From an optimization exercise on the open Yosys and OpenROAD flow, aimed at small area and a short achievable clock period; shortcuts taken in it are not production practice.
In this exercise RTL edits were held to simulation tests only and were not proved equivalent to the original.
Power and IR drop assume default switching activity.

Design udp_rx_payload_fifo, start of the top module:
module udp_rx_payload_fifo #(
  parameter int ADDR_W      = 9,
  parameter int MAX_PAYLOAD = 470,
  parameter int PAYLOAD_OFS = 42
) (
  input  logic                   clkRx,
  input  logic                   rstn,
  input  logic                   rx_frame,
  input  logic                   rx_byte_valid,
  input  logic [7:0]             rx_byte,
  input  logic                   rx_frame_end,
  input  logic                   rx_frame_ok,
  input  logic                   rd_en,
  output logic [7:0]             rd_data,
  output logic                   rd_valid,
  output logic                   empty,
  output logic [ADDR_W:0]        fill,
  output logic [15:0]            pkt_count,
  output logic [15:0]            drop_count
);
Size in the first run: ~9000 cells after synthesis, ~4300 flip-flops, ~67 I/O pins, roughly 160000 µm² of cells after synthesis.
==> flow/config.mk <==
export PLATFORM = sky130hd
export DESIGN_NAME = udp_rx_payload_fifo
export DESIGN_NICKNAME = udp_rx_payload_fifo
export VERILOG_FILES = /design/flow/design.v
export SDC_FILE = /design/flow/constraint.sdc
export NUM_CORES = 4
export LEC_CHECK = 0
export ABC_CLOCK_PERIOD_IN_PS = 4000
export CAP_MARGIN = 20
export CORE_MARGIN = 2
export CORE_UTILIZATION = 52
export CTS_CLUSTER_DIAMETER = 80
export CTS_CLUSTER_SIZE = 25
export SLEW_MARGIN = 20
==> flow/constraint.sdc <==
create_clock -name core_clock -period 10.0 [get_ports {clkRx}]
set_input_delay 2.0000 -clock core_clock [delete_from_list [all_inputs] [get_ports {clkRx}]]
set_output_delay 2.0000 -clock core_clock [all_outputs]
set_load 0.01 [all_outputs]
standard.sh (not shown) runs the stock make flow with config.mk's settings and CLKGATE_MAP_FILE= SYNTH_SCRIPT=/design/flow/synth_recipe.tcl, a recipe that flattens the netlist after the stock synthesis.
==> flow/flow/run.sh <==
#!/bin/bash
# Standard ORFS layout with a tighter timing-repair target: repair_timing aims
# for SETUP_SLACK_MARGIN ns of setup slack at the design's own clock period
# and constraints (constraint.sdc is used unchanged).
set -euo pipefail
bash standard.sh SETUP_SLACK_MARGIN=6 finish > flow_standard.log 2>&1
Then changed:
--- a/flow/flow/run.sh
+++ b/flow/flow/run.sh
@@ -5,2 +5,2 @@
 set -euo pipefail
-bash standard.sh SETUP_SLACK_MARGIN=6 finish > flow_standard.log 2>&1
+bash standard.sh SETUP_SLACK_MARGIN=6.5 finish > flow_standard.log 2>&1
=> Maximum frequency is higher by 9.1%; die area is unchanged; power stays flat; worst setup slack improves by 0.33 ns; critical path depth rose by 7; via count increases by 0.66%; sequential share of layout area drops by 0.67 points; routed wire length goes up by 1.9%; count of clock-buffer cells in the layout rose by 4; hold slack got worse by 0.0053 ns.
Then changed:
--- a/flow/flow/run.sh
+++ b/flow/flow/run.sh
@@ -5,2 +5,2 @@
 set -euo pipefail
-bash standard.sh SETUP_SLACK_MARGIN=6.5 finish > flow_standard.log 2>&1
+bash standard.sh SETUP_SLACK_MARGIN=7 finish > flow_standard.log 2>&1
=> Worst setup slack is better by 0.031 ns. Global-route usage rises by 2.4 points. Clock skew falls by 0.019 ns. Power rises by 1.2%. Critical path depth stays the same. Fmax rises by 0.85%.

---

== lane 1 ==
The RTL this note starts from:
==> flow/design.v <==
module udp_rx_payload_fifo #(
  parameter int ADDR_W      = 9,
  parameter int MAX_PAYLOAD = 470,
  parameter int PAYLOAD_OFS = 42
) (
  input  logic                   clkRx,
  input  logic                   rstn,
  input  logic                   rx_frame,
  input  logic                   rx_byte_valid,
  input  logic [7:0]             rx_byte,
  input  logic                   rx_frame_end,
  input  logic                   rx_frame_ok,
  input  logic                   rd_en,
  output logic [7:0]             rd_data,
  output logic                   rd_valid,
  output logic                   empty,
  output logic [ADDR_W:0]        fill,
  output logic [15:0]            pkt_count,
  output logic [15:0]            drop_count
);
  localparam int                DEPTH      = 1 << ADDR_W;
  localparam logic [ADDR_W:0]   DEPTH_V    = {1'b1, {ADDR_W{1'b0}}};
  localparam int                BIDX_W     = 6;
  localparam logic [BIDX_W-1:0] BIDX_MAX   = '1;
  localparam logic [BIDX_W-1:0] IDX_LEN_HI = BIDX_W'(PAYLOAD_OFS - 4);
  localparam logic [BIDX_W-1:0] IDX_LEN_LO = BIDX_W'(PAYLOAD_OFS - 3);
  localparam logic [BIDX_W-1:0] IDX_HDR_HI = BIDX_W'(PAYLOAD_OFS - 2);
  localparam logic [BIDX_W-1:0] IDX_HDR_LO = BIDX_W'(PAYLOAD_OFS - 1);
  logic [7:0]        mem [DEPTH];
  logic              st_hdr_r, st_pay_r, st_wait_r, st_drop_r;
  logic              skip_r;
  logic [BIDX_W-1:0] bidx_r;
  logic [7:0]        len_hi_r;
  logic              len_ok_r;
  logic [ADDR_W-1:0] plen_r;
  logic [ADDR_W:0]   lim_r;
  logic [ADDR_W-1:0] rem_r;
  logic [ADDR_W-1:0] spec_ptr_r, wr_ptr_r;
  logic [ADDR_W:0]   fill_r;
  logic              empty_r;
  logic [7:0]        rd_data_r;
  logic              rd_valid_r;
  logic [15:0]       pkt_count_r, drop_count_r;
  logic [7:0]        epa_r, epb_r, opa_r, opb_r;
  logic [3:0]        epc_r, opc_r;
  logic              rpar_r;
  logic [7:0]        head_e_r, head_o_r;
  logic [7:0]        wdata_s;
  logic              byte_s, commit_s, drop_s, rd_acc_s, we_s;
  logic              is_len_hi, is_len_lo, is_hdr_hi, is_hdr_lo;
  logic [15:0]       udp_len_s;
  logic [ADDR_W:0]   plen_s;       
  logic              hdr_drop_s;
  logic [ADDR_W-1:0] pend_s;
  logic [ADDR_W:0]   fill_add_s;
  logic [ADDR_W:0]   fill_nxt_s;
  logic              empty_nxt_s;
  assign byte_s    = rx_byte_valid & rx_frame & ~rx_frame_end;
  assign commit_s  = rx_frame_end & rx_frame_ok & st_wait_r;
  assign drop_s    = rx_frame_end & ~skip_r & ~commit_s;
  assign rd_acc_s  = rd_en & ~empty_r;
  assign is_len_hi = (bidx_r == IDX_LEN_HI);
  assign is_len_lo = (bidx_r == IDX_LEN_LO);
  assign is_hdr_hi = (bidx_r == IDX_HDR_HI);
  assign is_hdr_lo = (bidx_r == IDX_HDR_LO);
  assign udp_len_s  = {len_hi_r, rx_byte};
  assign plen_s     = {1'b0, plen_r};
  assign hdr_drop_s = ~len_ok_r | (fill_r > lim_r);
  assign we_s = byte_s & ((st_pay_r) |
                          (st_hdr_r & is_hdr_lo) |
                          (st_hdr_r & is_hdr_hi & ~hdr_drop_s));
  assign pend_s      = spec_ptr_r - wr_ptr_r;
  assign fill_add_s  = fill_r + {1'b0, pend_s};
  always_comb begin
    case ({commit_s, rd_acc_s})
      2'b00:   fill_nxt_s = fill_r;
      2'b01:   fill_nxt_s = fill_r - 10'd1;
      2'b10:   fill_nxt_s = fill_add_s;
      default: fill_nxt_s = fill_add_s - 10'd1;
    endcase
  end
  assign empty_nxt_s = ~commit_s & (empty_r | (rd_en & (fill_r == 10'd1)));
  logic              wpar_q;
  logic [7:0]        wia_q, wib_q;
  logic [3:0]        wic_q;
  logic [7:0]        wd_q;
  always_comb begin
    if (st_pay_r) begin
      wdata_s = rx_byte;
    end else if (is_hdr_hi) begin
      wdata_s = {7'd0, plen_s[8]};
    end else begin
      wdata_s = plen_s[7:0];
    end
  end
  always_ff @(posedge clkRx) begin
    wd_q   <= wdata_s;
    wpar_q <= spec_ptr_r[0];
    for (int i = 0; i < 8; i++) begin
      wia_q[i] <= (spec_ptr_r[3:1] == 3'(i));
      wib_q[i] <= (spec_ptr_r[6:4] == 3'(i));
    end
  end
  always_ff @(posedge clkRx or negedge rstn) begin
    if (!rstn) begin
      wic_q <= 4'd0;
    end else begin
      for (int i = 0; i < 4; i++) begin
        wic_q[i] <= we_s & (spec_ptr_r[8:7] == 2'(i));
      end
    end
  end
  logic [DEPTH/8-1:0] wrow_s;
  always_comb begin
    for (int p = 0; p < 2; p++) begin
      for (int r = 0; r < DEPTH / 16; r++) begin
        wrow_s[p * (DEPTH / 16) + r] = (wpar_q == 1'(p)) & wib_q[r % 8] & wic_q[r / 8];
      end
    end
  end
  for (genvar w = 0; w < DEPTH; w++) begin : g_word
    always_ff @(posedge clkRx) begin
      if (wia_q[(w / 2) % 8] && wrow_s[(w % 2) * (DEPTH / 16) + (w / 16)]) begin
        mem[w] <= wd_q;
      end
    end
  end
  logic [DEPTH/16-1:0] erow_s, orow_s;
  logic [7:0]          ebyte_s [DEPTH/16];
  logic [7:0]          obyte_s [DEPTH/16];
  logic [7:0]          emux_s, omux_s;
  always_comb begin
    for (int r = 0; r < DEPTH / 16; r++) begin
      erow_s[r]  = epb_r[r % 8] & epc_r[r / 8];
      orow_s[r]  = opb_r[r % 8] & opc_r[r / 8];
      ebyte_s[r] = 8'h00;
      obyte_s[r] = 8'h00;
      for (int c = 0; c < 8; c++) begin
        ebyte_s[r] = ebyte_s[r] | (mem[2 * (r * 8 + c)] & {8{epa_r[c]}});
        obyte_s[r] = obyte_s[r] | (mem[2 * (r * 8 + c) + 1] & {8{opa_r[c]}});
      end
    end
    emux_s = 8'h00;
    omux_s = 8'h00;
    for (int r = 0; r < DEPTH / 16; r++) begin
      emux_s = emux_s | (ebyte_s[r] & {8{erow_s[r]}});
      omux_s = omux_s | (obyte_s[r] & {8{orow_s[r]}});
    end
  end
  always_ff @(posedge clkRx) begin
    head_e_r <= emux_s;
    head_o_r <= omux_s;
  end
  always_ff @(posedge clkRx or negedge rstn) begin
    if (!rstn) begin
      epa_r        <= 8'd1;
      epb_r        <= 8'd1;
      epc_r        <= 4'd1;
      opa_r        <= 8'd1;
      opb_r        <= 8'd1;
      opc_r        <= 4'd1;
      rpar_r       <= 1'b0;
      wr_ptr_r     <= '0;
      fill_r       <= '0;
      empty_r      <= 1'b1;
      rd_data_r    <= 8'h00;
      rd_valid_r   <= 1'b0;
      pkt_count_r  <= 16'd0;
      drop_count_r <= 16'd0;
    end else begin
      rd_valid_r <= rd_acc_s;
      if (rd_acc_s) begin
        rd_data_r <= rpar_r ? head_o_r : head_e_r;
        rpar_r    <= ~rpar_r;
        if (!rpar_r) begin
          epa_r <= {epa_r[6:0], epa_r[7]};
          if (epa_r[7]) begin
            epb_r <= {epb_r[6:0], epb_r[7]};
            if (epb_r[7]) begin
              epc_r <= {epc_r[2:0], epc_r[3]};
            end
          end
        end else begin
          opa_r <= {opa_r[6:0], opa_r[7]};
          if (opa_r[7]) begin
            opb_r <= {opb_r[6:0], opb_r[7]};
            if (opb_r[7]) begin
              opc_r <= {opc_r[2:0], opc_r[3]};
            end
          end
        end
      end
      if (commit_s) begin
        wr_ptr_r    <= spec_ptr_r;
        pkt_count_r <= pkt_count_r + 16'd1;
      end
      if (drop_s) begin
        drop_count_r <= drop_count_r + 16'd1;
      end
      fill_r  <= fill_nxt_s;
      empty_r <= empty_nxt_s;
    end
  end
  always_ff @(posedge clkRx or negedge rstn) begin
    if (!rstn) begin
      st_hdr_r   <= 1'b0;
      st_pay_r   <= 1'b0;
      st_wait_r  <= 1'b0;
      st_drop_r  <= 1'b0;
      skip_r     <= 1'b1;
      bidx_r     <= '0;
      spec_ptr_r <= '0;
    end else begin
      if (!rx_frame) begin
        bidx_r <= '0;
      end else if (rx_byte_valid && (bidx_r != BIDX_MAX)) begin
        bidx_r <= bidx_r + 1'b1;
      end
      if (we_s) begin
        spec_ptr_r <= spec_ptr_r + 1'b1;
      end else if ((rx_frame_end & ~commit_s) | st_drop_r) begin
        spec_ptr_r <= wr_ptr_r;
      end
      if (rx_frame_end || !rx_frame) begin
        skip_r <= 1'b0;
      end
      if (rx_frame_end) begin
        st_hdr_r  <= 1'b0;
        st_pay_r  <= 1'b0;
        st_wait_r <= 1'b0;
        st_drop_r <= 1'b0;
      end else if (byte_s) begin
        if (!st_hdr_r && !st_pay_r && !st_wait_r && !st_drop_r && !skip_r) begin
          st_hdr_r <= 1'b1;
        end
        if (st_hdr_r) begin
          if (is_hdr_hi && hdr_drop_s) begin
            st_hdr_r  <= 1'b0;
            st_drop_r <= 1'b1;
          end
          if (is_hdr_lo) begin
            st_hdr_r  <= 1'b0;
            st_wait_r <= (plen_s == 10'd0);
            st_pay_r  <= (plen_s != 10'd0);
          end
        end
        if (st_pay_r) begin
          if (rem_r == 9'd1) begin
            st_pay_r  <= 1'b0;
            st_wait_r <= 1'b1;
          end
        end
      end
    end
  end
  always_ff @(posedge clkRx) begin
    if (rx_byte_valid && is_len_hi) begin
      len_hi_r <= rx_byte;
    end
    if (rx_byte_valid && is_len_lo) begin
      len_ok_r <= (udp_len_s >= 16'd8) && (udp_len_s <= 16'(MAX_PAYLOAD + 8));
      plen_r   <= udp_len_s[ADDR_W-1:0] - ADDR_W'(8);
      lim_r    <= (ADDR_W + 1)'(DEPTH + 6) - udp_len_s[ADDR_W:0];
    end
    if (st_hdr_r) begin
      rem_r <= plen_s[ADDR_W-1:0];
    end else if (byte_s) begin
      rem_r <= rem_r - 1'b1;
    end
  end
  assign rd_data    = rd_data_r;
  assign rd_valid   = rd_valid_r;
  assign empty      = empty_r;
  assign fill       = fill_r;
  assign pkt_count  = pkt_count_r;
  assign drop_count = drop_count_r;
endmodule
==> flow/config.mk <==
export PLATFORM = sky130hd
export DESIGN_NAME = udp_rx_payload_fifo
export DESIGN_NICKNAME = udp_rx_payload_fifo
export VERILOG_FILES = /design/flow/design.v
export SDC_FILE = /design/flow/constraint.sdc
export NUM_CORES = 4
export LEC_CHECK = 0
export ABC_CLOCK_PERIOD_IN_PS = 4000
export CAP_MARGIN = 10
export CORE_MARGIN = 2
export CORE_UTILIZATION = 52
export CTS_CLUSTER_DIAMETER = 80
export CTS_CLUSTER_SIZE = 25
export SLEW_MARGIN = 10
==> flow/constraint.sdc <==
create_clock -name core_clock -period 10.0 [get_ports {clkRx}]
set_input_delay 2.0000 -clock core_clock [delete_from_list [all_inputs] [get_ports {clkRx}]]
set_output_delay 2.0000 -clock core_clock [all_outputs]
set_load 0.01 [all_outputs]
==> flow/flow/run.sh <==
#!/bin/bash
# Standard ORFS layout with a tighter timing-repair target: repair_timing aims
# for SETUP_SLACK_MARGIN ns of setup slack at the design's own clock period
# and constraints (constraint.sdc is used unchanged).
set -euo pipefail
bash standard.sh SETUP_SLACK_MARGIN=6.5 finish > flow_standard.log 2>&1
--- input diff lane 1..lane 2 ---
Settings: swapping 10 for 20 in CAP_MARGIN; swapping 25 for 28 in CTS_CLUSTER_SIZE; swapping 10 for 20 in SLEW_MARGIN; swapping 80 for 90 in CTS_CLUSTER_DIAMETER.
Findings:
The flow did not stop early for lane 2: all stages ran, and the layout cleared the timing, DRC and antenna checks. Mean post-synth cell area: lane 1 vs lane 2, no meaningful difference. Lane 1 and lane 2 ended up with roughly the same number of inserted filler cells in the final layout. Summary of the comparison: sequential fraction of total cell area is higher in lane 2, relative to lane 1. Sort lane 2 and lane 1 by post-layout utilization of the core asc -> top: lane 2. Compared with lane 1, in lane 2 count of clock-net buffers in the final layout went down; hold slack did not really move; first-iteration DRC count went up. Compared to lane 1, lane 2 has area overhead of the layout relative to synthesis 0.54 points lower.
> inputs changed (lane 2 -> lane 3)
Settings: CTS_CLUSTER_SIZE changed from 28 to 25; CTS_CLUSTER_DIAMETER changed from 90 to 80.
--- outcome ---
Lane 3 -> lane 2: total vias in the final route flat. Clock network fraction of total power (lane 3 over lane 2): increase, 1.0 points. Relative to lane 2, the total power of lane 3 is higher by 0.42 mW. First-pass detailed-route iteration total: lane 3 vs lane 2 down 2. Lane 3 against lane 2: routed wire length has remained practically unchanged; first-pass GRT wire length has remained practically unchanged; buffering overhead has remained practically unchanged. On post-route cell area, lane 2 and lane 3 are neck and neck.

[afterwards: timing with drivers on the ports]
No port has a modelled driver above. Below, the same layouts with a new extraction and two added sets of constraints.
Step 1 (the two cells are an assumption about what drives the block):
set clk [get_ports {clkRx}]
set_driving_cell -lib_cell sky130_fd_sc_hd__clkbuf_16 $clk
set_driving_cell -lib_cell sky130_fd_sc_hd__buf_2 [delete_from_list [all_inputs] $clk]
Step 2 moves the port delays by t, midway between the first and last clock arrival at a register: inputs arrive t later, outputs are due t later. That takes back most of the time a late clock gives input paths.
a / b / c = ideal ports / drivers / drivers and shift; a / b = the first two.
run	shift t [ns]	setup WS [ns]	worst setup path at the end	worst slew at a driven data input, ns
the first run of note 1	1.005	6.015 / 5.952 / 5.197	input to register	0.13
the second run of note 1	1.024	6.346 / 6.274 / 5.548	input to register	0.09
the third run of note 1	1.000	6.377 / 6.330 / 5.617	input to register	0.14
lane 1	1.009	6.375 / 6.338 / 5.684	input to register	0.06
lane 2	1.004	6.344 / 6.344 / 5.715	input to register	0.05
lane 3	1.014	6.396 / 6.338 / 5.772	input to register	0.05
After both steps setup and hold are still met in every run listed. The setup slack of the first run of note 1, which loses most, moves by -0.063 ns with the drivers and by -0.818 ns with both steps.
